Context: an optimization exercise on an open-source flow, tuned for small area, a short achievable clock period and few clock cycles per item. The choices shown serve that exercise and are no tape-out recipe. Function was checked by simulation only, so behaviour that the tests miss may differ from the original. Power figures rest on the tool's default switching activity, not on a simulated workload.

==> inputs of 12-17 <==
Design alu_seq_core, start of the top module:
module alu_seq_core #(
  parameter int unsigned WIDTH    = 32,
  parameter int unsigned MULT_LAT = 3
) (
  input  logic                 clk,
  input  logic                 reset,
  input  logic                 start,
  input  logic [2:0]           op,
  input  logic [WIDTH-1:0]     A,
  input  logic [WIDTH-1:0]     B,
  output logic                 busy,
  output logic                 done,
  output logic [2*WIDTH-1:0]   result,
  output logic                 err
);
  localparam logic [2:0] OP_NOP = 3'b000;
  localparam logic [2:0] OP_ADD = 3'b001;
  localparam logic [2:0] OP_AND = 3'b010;
  localparam logic [2:0] OP_XOR = 3'b011;
  localparam logic [2:0] OP_MUL = 3'b100;
  localparam logic [2:0] OP_SUB = 3'b101;
  assign busy = 1'b0;
  logic is_mul, is_add, is_sub, is_and, is_xor, is_nop, is_ill, is_as;
  assign is_mul = (op == OP_MUL);
  assign is_add = (op == OP_ADD);
  assign is_sub = (op == OP_SUB);
  assign is_and = (op == OP_AND);
  assign is_xor = (op == OP_XOR);
  assign is_nop = (op == OP_NOP);
  assign is_ill = op[2] & op[1];
  assign is_as  = is_add | is_sub;
  logic [31:0] ax_d, y_d;
  logic [16:0] x1_d;
  logic [15:0] x2_d, neg_d;
  logic [33:0] bx;
  assign bx = {2'b00, B};
  always_comb begin
    ax_d = is_mul ? A :
           is_as  ? B :
           is_and ? (A & B) :
           is_xor ? (A ^ B) : 32'h0;
    y_d  = is_as ? A : 32'h0;
  ...
Settings: LEC_CHECK=0, CAP_MARGIN=20, CORE_MARGIN=2, CORE_UTILIZATION=40, SETUP_SLACK_MARGIN=5, SLEW_MARGIN=20; clock period 9.0 ns.
run.sh (not shown) runs the stock make flow with config.mk's settings and CLKGATE_MAP_FILE= SYNTH_SCRIPT=/design/flow/synth_recipe.tcl, a recipe that flattens the netlist after the stock synthesis.
==> 07-28 (differences from 12-17) <==
--- a/flow/design.v
+++ b/flow/design.v
@@ -82,25 +82,29 @@
   always_ff @(posedge clk) begin
     nop2 <= nop1;
     ill2 <= ill1;
     cs0_q <= cs0_d;
     cs1_q <= cs1_d;
     cs2_q <= cs2_d;
   end
+  logic hp, ld;
+  assign ld = v2 & (~nop2 | ~hp);
   always_ff @(posedge clk or posedge reset) begin
     if (reset) begin
-      done   <= 1'b0;
-      err    <= 1'b0;
-      result <= '0;
+      done <= 1'b0;
+      hp   <= 1'b0;
     end else begin
       done <= v2;
-      err  <= ill2;
-      if (v2 && !nop2) result <= fin_s + fin_c;
+      hp   <= hp | v2;
     end
   end
+  always_ff @(posedge clk) begin
+    err <= ill2;
+    if (ld) result <= fin_s + fin_c;
+  end
   logic pp1;
   logic pp2;
   logic pp3;
   logic pp4;
   logic pp5;
   logic pp6;
   logic pp7;
==> flow/flow/run.sh (new file) <==
#!/bin/bash
# The standard layout (standard.sh), with two layout choices changed:
#  - the timing repair aims at the slack margin in flow/margin.txt
#  - ports are buffered with buf_1 cells instead of the default choice
# The SDC, clock period and all constraints are unchanged.
set -o pipefail
bash standard.sh SETUP_SLACK_MARGIN=$(cat flow/margin.txt) \
  "BUFFER_PORTS_ARGS=-buffer_cell sky130_fd_sc_hd__buf_1" finish > make.log 2>&1
==> flow/flow/margin.txt (new file) <==
5.0
==> flow/standard.sh (new file) <==
#!/bin/bash
# synth_recipe.tcl (not shown) runs the flow's synth.tcl, then flattens the netlist and writes it again
# the make line also repeats each setting of config.mk as NAME=value (left out here)
make -C /OpenROAD-flow-scripts/flow DESIGN_CONFIG=/design/flow/config.mk WORK_HOME=/design/flow/orfs CLKGATE_MAP_FILE= SYNTH_SCRIPT=/design/flow/synth_recipe.tcl "${@:-finish}"
--- a/flow/config.mk
+++ b/flow/config.mk
@@ -4,9 +4,8 @@
 export VERILOG_FILES = /design/flow/design.v
 export SDC_FILE = /design/flow/constraint.sdc
 export NUM_CORES = 4
 export LEC_CHECK = 0
 export CAP_MARGIN = 20
 export CORE_MARGIN = 2
 export CORE_UTILIZATION = 40
-export SETUP_SLACK_MARGIN = 5
 export SLEW_MARGIN = 20
removed: flow/run.sh
==> notes <==
- In 12-17 the non-clock buffer count is lower than in 07-28, by 2.
- Against 07-28, the worst setup slack of 12-17 is lower by 0.046 ns.
- Between 07-28 and 12-17, the lower combinational power is in 07-28 (gap about 1%, measured against 12-17).
- Between 07-28 and 12-17, the lower utilization is in 07-28 (gap 1.3 points).
- Against 12-17, the routed wire length of 07-28 is smaller by about 3.5%.
- Between 07-28 and 12-17, the lower synthesized area is in 12-17 (gap 0.64%, measured against 12-17).
- In 12-17 the register-to-register slack is worse than in 07-28, by 0.05 ns.
- Of 07-28 and 12-17, 12-17 has the higher via count (gap about 2.6%, measured against 12-17).
- Of 12-17 and 07-28, 12-17 has the higher clock skew (gap 0.044 ns).
- Between 12-17 and 07-28, the lower sequential power is in 12-17 (gap about 6%, measured against 07-28).
==> figures <==
Total wirelength of the detailed-routed design: 12-17 124 mm; 07-28 120 mm
Share of the cycle needed by the critical path after routing: 12-17 44.4%; 07-28 43.8%
Switching power summed over all nets: 12-17 4010 uW; 07-28 4060 uW
Ys async rst share: 12-17 18.2%; 07-28 1.07%
Final hold slack: 12-17 0.328 ns; 07-28 0.325 ns
Post-place instance area: 12-17 37,900 sq um; 07-28 37,400 sq um
Tightest slew margin relative to the limit: 12-17 25.9%; 07-28 33.0%
Number of vias in the routed layout: 12-17 28,100; 07-28 27,300
Lkg Pwr: 12-17 0.0159 uW; 07-28 0.0153 uW
Count of standard-cell rows: 12-17 109; 07-28 110
Outcome: 12-17 finished clean; 07-28 finished clean
Total instance count after detailed placement: 12-17 4,675; 07-28 4,627
Met2 routed wirelength: 12-17 51.3 mm; 07-28 53.3 mm
Footprint of the flip-flops and latches: 12-17 7940 sq um; 07-28 8270 sq um
R2r startpoint: 12-17 x2_1[3]; 07-28 ax1[15]
Proportion of layout cells with a drive suffix above 1: 12-17 6.70%; 07-28 6.82%
Count of state elements after synthesis: 12-17 374; 07-28 375
Number of fill cells: 12-17 8,439; 07-28 8,625
Met1 routed wirelength after detailed routing: 12-17 51.5 mm; 07-28 49.4 mm
Simple-gate area share of the yosys netlist: 12-17 5.82%; 07-28 5.63%
Post-cts sizing count: 12-17 20; 07-28 16
Testbench counts of 12-17, summed over its fixed seeds: cycles 24,024, items 24,000.
Testbench counts of 07-28, summed over its fixed seeds: cycles 24,024, items 24,000.

## what the ideal ports hide
The flow's constraints put no driver on any port. The routed layouts listed below were extracted and timed again, unchanged, in two steps. Step 1 assumes that a clkbuf_16 drives the clock port and a buf_2 every other input. Step 2 also shifts input and output timing later by t, the mid clock arrival at the registers, as if the neighbouring blocks saw the same clock. a / b / c = no drivers / after step 1 / after step 2; a / b = the first two.
run	t (ns)	setup slack, ns	cell pins on the clock port's net
12-17	0.683	5.008 / 5.008 / 4.661	1
07-28	0.689	5.054 / 5.054 / 5.054	1
After both steps every run listed still meets setup and hold. The setup slack of 12-17, which loses most, moves by 0.000 ns with the drivers and by -0.347 ns with both steps.
